Source: an optimization exercise on an open RTL-to-GDS flow (aim: small area and a short achievable clock period). Production flows keep margins and buffers that such runs may drop.
RTL that was checked went through simulation tests only; none was proved equivalent to the original.

## west
==> flow/design.v <==
module vc_circular_buffer #(
    parameter int FLIT_W      = 64,
    parameter int NUM_VC      = 4,
    parameter int BUFFER_SIZE = 8,
    parameter int OFF_THR     = BUFFER_SIZE - 2,
    parameter int ON_THR      = 1,
    localparam int VC_W       = (NUM_VC > 1) ? $clog2(NUM_VC) : 1,
    localparam int CNT_W      = $clog2(BUFFER_SIZE + 1)
) (
    input  logic                    clk,
    input  logic                    rst_n,
    input  logic                    write_i,
    input  logic [VC_W-1:0]         write_vc_i,
    input  logic [FLIT_W-1:0]       input_Data,
    input  logic                    read_i,
    input  logic [VC_W-1:0]         read_vc_i,
    output logic [FLIT_W-1:0]       output_Data,
    output logic [NUM_VC-1:0]       buf_empty,
    output logic [NUM_VC-1:0]       buf_full,
    output logic [NUM_VC-1:0]       buf_On_Off,
    output logic [NUM_VC*CNT_W-1:0] occupancy,
    output logic                    overflow_o,
    output logic                    underflow_o
);
    localparam int BODY = BUFFER_SIZE - 1;
    localparam logic [CNT_W-1:0] CNT_FULL = CNT_W'(BUFFER_SIZE);
    localparam logic [CNT_W-1:0] CNT_OFF  = CNT_W'(OFF_THR);
    localparam logic [CNT_W-1:0] CNT_ON   = CNT_W'(ON_THR);
    logic [FLIT_W-1:0] head_q [NUM_VC];
    logic [FLIT_W-1:0] body_q [NUM_VC][BODY];
    logic [BODY-1:0]   bwp_q [NUM_VC];
    logic [BODY-1:0]   brp_q [NUM_VC];
    logic [CNT_W-1:0]  count_q [NUM_VC];
    logic [CNT_W-1:0]  count_d [NUM_VC];
    logic [NUM_VC-1:0] wr_dec;
    logic [NUM_VC-1:0] rd_dec;
    logic [NUM_VC-1:0] wr_sel;
    logic [NUM_VC-1:0] rd_sel;
    logic [NUM_VC-1:0] wr_ok;
    logic [NUM_VC-1:0] rd_ok;
    logic [NUM_VC-1:0] head_from_in;
    logic [NUM_VC-1:0] head_from_body;
    logic [NUM_VC-1:0] head_load;
    logic [NUM_VC-1:0] cnt_inc;
    logic [NUM_VC-1:0] cnt_dec;
    logic [NUM_VC-1:0] off_d;
    logic [NUM_VC-1:0] on_d;
    logic [NUM_VC-1:0] body_wr;
    logic [NUM_VC-1:0] on_off_q;
    logic              ovf_hit;
    logic              unf_hit;
    logic              overflow_q;
    logic              underflow_q;
    always_comb begin
        wr_dec    = NUM_VC'(1) << write_vc_i;
        rd_dec    = NUM_VC'(1) << read_vc_i;
        wr_sel    = write_i ? wr_dec : '0;
        rd_sel    = read_i ? rd_dec : '0;
        wr_ok     = '0;
        rd_ok     = '0;
        ovf_hit   = 1'b0;
        unf_hit   = 1'b0;
        buf_empty = '0;
        buf_full  = '0;
        occupancy = '0;
        for (int v = 0; v < NUM_VC; v++) begin
            rd_ok[v] = rd_sel[v] && (count_q[v] != '0);
            wr_ok[v] = wr_sel[v] && ((count_q[v] != CNT_FULL) || rd_ok[v]);
            count_d[v] = count_q[v] + CNT_W'(wr_ok[v]) - CNT_W'(rd_ok[v]);
            if (wr_sel[v] && !wr_ok[v]) ovf_hit = 1'b1;
            if (rd_sel[v] && !rd_ok[v]) unf_hit = 1'b1;
            buf_empty[v] = (count_q[v] == '0);
            buf_full[v]  = (count_q[v] == CNT_FULL);
            occupancy[v*CNT_W +: CNT_W] = count_q[v];
            head_from_in[v]   = wr_sel[v] && ((count_q[v] == '0) ||
                                              (count_q[v] == CNT_W'(1) && rd_sel[v]));
            head_load[v]      = rd_sel[v] || (wr_sel[v] && (count_q[v] == '0));
            head_from_body[v] = rd_ok[v] && (count_q[v] > CNT_W'(1));
            body_wr[v]        = wr_ok[v] && !head_from_in[v];
            cnt_inc[v]        = wr_ok[v] && !rd_ok[v];
            cnt_dec[v]        = rd_ok[v] && !wr_ok[v];
            off_d[v] = ((count_q[v] >= CNT_OFF) && !(count_q[v] == CNT_OFF && cnt_dec[v])) ||
                       (count_q[v] == CNT_OFF - CNT_W'(1) && cnt_inc[v]);
            on_d[v]  = ((count_q[v] <= CNT_ON) && !(count_q[v] == CNT_ON && cnt_inc[v])) ||
                       (count_q[v] == CNT_ON + CNT_W'(1) && cnt_dec[v]);
        end
    end
    logic [FLIT_W-1:0] head_d [NUM_VC];
    for (genvar v = 0; v < NUM_VC; v++) begin : g_head
        logic [BODY:0]          hsel;
        logic [(BODY+1)*FLIT_W-1:0] hsrc;
        always_comb begin
            hsel = {head_from_in[v], (count_q[v] > CNT_W'(1)) ? brp_q[v] : BODY'(0)};
            hsrc[BODY*FLIT_W +: FLIT_W] = input_Data;
            for (int i = 0; i < BODY; i++) hsrc[i*FLIT_W +: FLIT_W] = body_q[v][i];
        end
        vc_onehot_mux #(.N(BODY + 1), .W(FLIT_W)) u_hmux (
            .sel(hsel), .d(hsrc), .y(head_d[v])
        );
    end
    localparam int OUT_SLICES = 16;
    localparam int SLICE_W    = FLIT_W / OUT_SLICES;
    for (genvar s = 0; s < OUT_SLICES; s++) begin : g_out
        logic [NUM_VC-1:0]         ssel;
        logic [NUM_VC*SLICE_W-1:0] sd;
        always_comb
            for (int v = 0; v < NUM_VC; v++) sd[v*SLICE_W +: SLICE_W] = head_q[v][s*SLICE_W +: SLICE_W];
        vc_decode #(.NUM_VC(NUM_VC), .VC_W(VC_W)) u_odec (
            .vc(read_vc_i), .sel(ssel)
        );
        vc_onehot_mux #(.N(NUM_VC), .W(SLICE_W)) u_omux (
            .sel(ssel), .d(sd), .y(output_Data[s*SLICE_W +: SLICE_W])
        );
    end
    always_ff @(posedge clk or negedge rst_n) begin
        if (!rst_n) begin
            for (int v = 0; v < NUM_VC; v++) begin
                bwp_q[v]    <= BODY'(1);
                brp_q[v]    <= BODY'(1);
                count_q[v]  <= '0;
                on_off_q[v] <= 1'b1;
            end
            overflow_q  <= 1'b0;
            underflow_q <= 1'b0;
        end else begin
            for (int v = 0; v < NUM_VC; v++) begin
                if (body_wr[v])        bwp_q[v] <= {bwp_q[v][BODY-2:0], bwp_q[v][BODY-1]};
                if (head_from_body[v]) brp_q[v] <= {brp_q[v][BODY-2:0], brp_q[v][BODY-1]};
                count_q[v] <= count_d[v];
                if (off_d[v]) begin
                    on_off_q[v] <= 1'b0;
                end else if (on_d[v]) begin
                    on_off_q[v] <= 1'b1;
                end
            end
            overflow_q  <= overflow_q | ovf_hit;
            underflow_q <= underflow_q | unf_hit;
        end
    end
    always_ff @(posedge clk) begin
        for (int v = 0; v < NUM_VC; v++) begin
            if (head_load[v]) head_q[v] <= head_d[v];
            for (int i = 0; i < BODY; i++)
                if (body_wr[v] && bwp_q[v][i]) body_q[v][i] <= input_Data;
        end
    end
    assign buf_On_Off  = on_off_q;
    assign overflow_o  = overflow_q;
    assign underflow_o = underflow_q;
endmodule
module vc_onehot_mux #(
    parameter int N = 2,
    parameter int W = 1
) (
    input  logic [N-1:0]   sel,
    input  logic [N*W-1:0] d,
    output logic [W-1:0]   y
);
    always_comb begin
        y = '0;
        for (int i = 0; i < N; i++) y = y | (d[i*W +: W] & {W{sel[i]}});
    end
endmodule
module vc_decode #(
    parameter int NUM_VC = 4,
    parameter int VC_W   = 2
) (
    input  logic [VC_W-1:0]   vc,
    output logic [NUM_VC-1:0] sel
);
    assign sel = NUM_VC'(1) << vc;
endmodule
==> flow/config.mk <==
export PLATFORM = sky130hd
export DESIGN_NAME = vc_circular_buffer
export DESIGN_NICKNAME = vc_circular_buffer
export VERILOG_FILES = /design/flow/design.v
export SDC_FILE = /design/flow/constraint.sdc
export NUM_CORES = 4
export LEC_CHECK = 0
export ABC_CLOCK_PERIOD_IN_PS = 3000
export CAP_MARGIN = 20
export CORE_MARGIN = 2
export CORE_UTILIZATION = 40
export CTS_CLUSTER_DIAMETER = 100
export CTS_CLUSTER_SIZE = 26
export SETUP_SLACK_MARGIN = 2.5
export SLEW_MARGIN = 20
export SYNTH_HIERARCHICAL = 1
export TNS_END_PERCENT = 5
==> flow/constraint.sdc <==
create_clock -name core_clock -period 5.5 [get_ports {clk}]
set_input_delay 1.1000 -clock core_clock [delete_from_list [all_inputs] [get_ports {clk}]]
set_output_delay 1.1000 -clock core_clock [all_outputs]
set_load 0.01 [all_outputs]
standard.sh (not shown) runs the stock make flow with config.mk's settings and CLKGATE_MAP_FILE= SYNTH_SCRIPT=/design/flow/synth_recipe.tcl, a recipe that flattens the netlist after the stock synthesis.
==> flow/flow/run.sh <==
#!/bin/bash
# The standard layout with two changes: the read_vc_i and output_Data pins
# are placed on one edge (flow/io.tcl, run before pin placement), and the
# resizer may change a cell's footprint when it sizes it.
set -euo pipefail
W=$(pwd)
bash standard.sh PRE_IO_PLACEMENT_TCL="$W/flow/io.tcl" MATCH_CELL_FOOTPRINT=0 finish > "$W/standard_flow.log" 2>&1
==> flow/flow/io.tcl <==
# Put the read-VC select in the middle of the data outputs, packed on a short
# stretch of one edge, so the head registers and the output select sit next to
# both and the select nets stay short.
set pins {}
for {set b 0} {$b < 32} {incr b} { lappend pins "output_Data\[$b\]" }
lappend pins {read_vc_i[0]} {read_vc_i[1]}
for {set b 32} {$b < 64} {incr b} { lappend pins "output_Data\[$b\]" }
set_io_pin_constraint -group -order -pin_names $pins -region bottom:140-300
Edits applied to the flow inputs when going from west to north:
diff --git a/flow/design.v b/flow/design.v
--- a/flow/design.v
+++ b/flow/design.v
@@ -42,8 +42,4 @@
     logic [NUM_VC-1:0] head_from_body;
     logic [NUM_VC-1:0] head_load;
-    logic [NUM_VC-1:0] cnt_inc;
-    logic [NUM_VC-1:0] cnt_dec;
-    logic [NUM_VC-1:0] off_d;
-    logic [NUM_VC-1:0] on_d;
     logic [NUM_VC-1:0] body_wr;
     logic [NUM_VC-1:0] on_off_q;
@@ -78,10 +74,4 @@
             head_from_body[v] = rd_ok[v] && (count_q[v] > CNT_W'(1));
             body_wr[v]        = wr_ok[v] && !head_from_in[v];
-            cnt_inc[v]        = wr_ok[v] && !rd_ok[v];
-            cnt_dec[v]        = rd_ok[v] && !wr_ok[v];
-            off_d[v] = ((count_q[v] >= CNT_OFF) && !(count_q[v] == CNT_OFF && cnt_dec[v])) ||
-                       (count_q[v] == CNT_OFF - CNT_W'(1) && cnt_inc[v]);
-            on_d[v]  = ((count_q[v] <= CNT_ON) && !(count_q[v] == CNT_ON && cnt_inc[v])) ||
-                       (count_q[v] == CNT_ON + CNT_W'(1) && cnt_dec[v]);
         end
     end
@@ -99,5 +89,5 @@
         );
     end
-    localparam int OUT_SLICES = 16;
+    localparam int OUT_SLICES = 4;
     localparam int SLICE_W    = FLIT_W / OUT_SLICES;
     for (genvar s = 0; s < OUT_SLICES; s++) begin : g_out
@@ -128,7 +118,7 @@
                 if (head_from_body[v]) brp_q[v] <= {brp_q[v][BODY-2:0], brp_q[v][BODY-1]};
                 count_q[v] <= count_d[v];
-                if (off_d[v]) begin
+                if (count_d[v] >= CNT_OFF) begin
                     on_off_q[v] <= 1'b0;
-                end else if (on_d[v]) begin
+                end else if (count_d[v] <= CNT_ON) begin
                     on_off_q[v] <= 1'b1;
                 end
--- outcome ---
Compared with west, in north global-route usage has decreased, total length of routed met3 wires has decreased. Changes observed in north relative to west: sum of routed wire segments on met1 fell 2.7%, register share of the cell area rose 0.71 points, final routed wire length divided by cell count about even, shortest period the worst path allows fell 0.0043 ns, number of signal-net buffers in the layout fell 3.9%. Compared with west, north shows a higher critical path depth. Of west and north, the run reporting the higher signed area change from the synthesized netlist to the final layout was west. Status: top achievable clock speed parity (west, north). Count of cell types in the netlist shrinks by a little under 10% when moving from west to north. Higher mean cell area of the mapped netlist among west and north: north.
Only the layout flow was run in west; the RTL was not checked for function there.

## separate check: timing with driven ports
The flow's constraints put no driver on any port. The routed layouts listed below were extracted and timed again, unchanged, in two steps.
Step 1, drivers: a clkbuf_16 drives clk and a buf_2 each remaining input, both assumed.
Step 2 adds t to the input delays and takes it off the output delays; t is the mean of the earliest and latest rising clock arrival at the registers after step 1. Input paths then give back, and output paths get back, about the clock's delay inside the block.
a / b / c = ideal ports / drivers / drivers and shift; a / b = the first two.
| run | t, ns | slack for setup (ns) | worst setup path after step 2 | pins driven straight from the clock port |
|---|---|---|---|---|
| west | 0.845 | 2.196 / 1.854 / 1.503 | input to register | 1 |
| north | 0.839 | 2.201 / 2.108 / 1.616 | input to register | 1 |
After both steps every run listed still meets setup and hold. For west, which loses most, drivers alone change the setup slack by -0.342 ns; drivers and shift together by -0.693 ns.
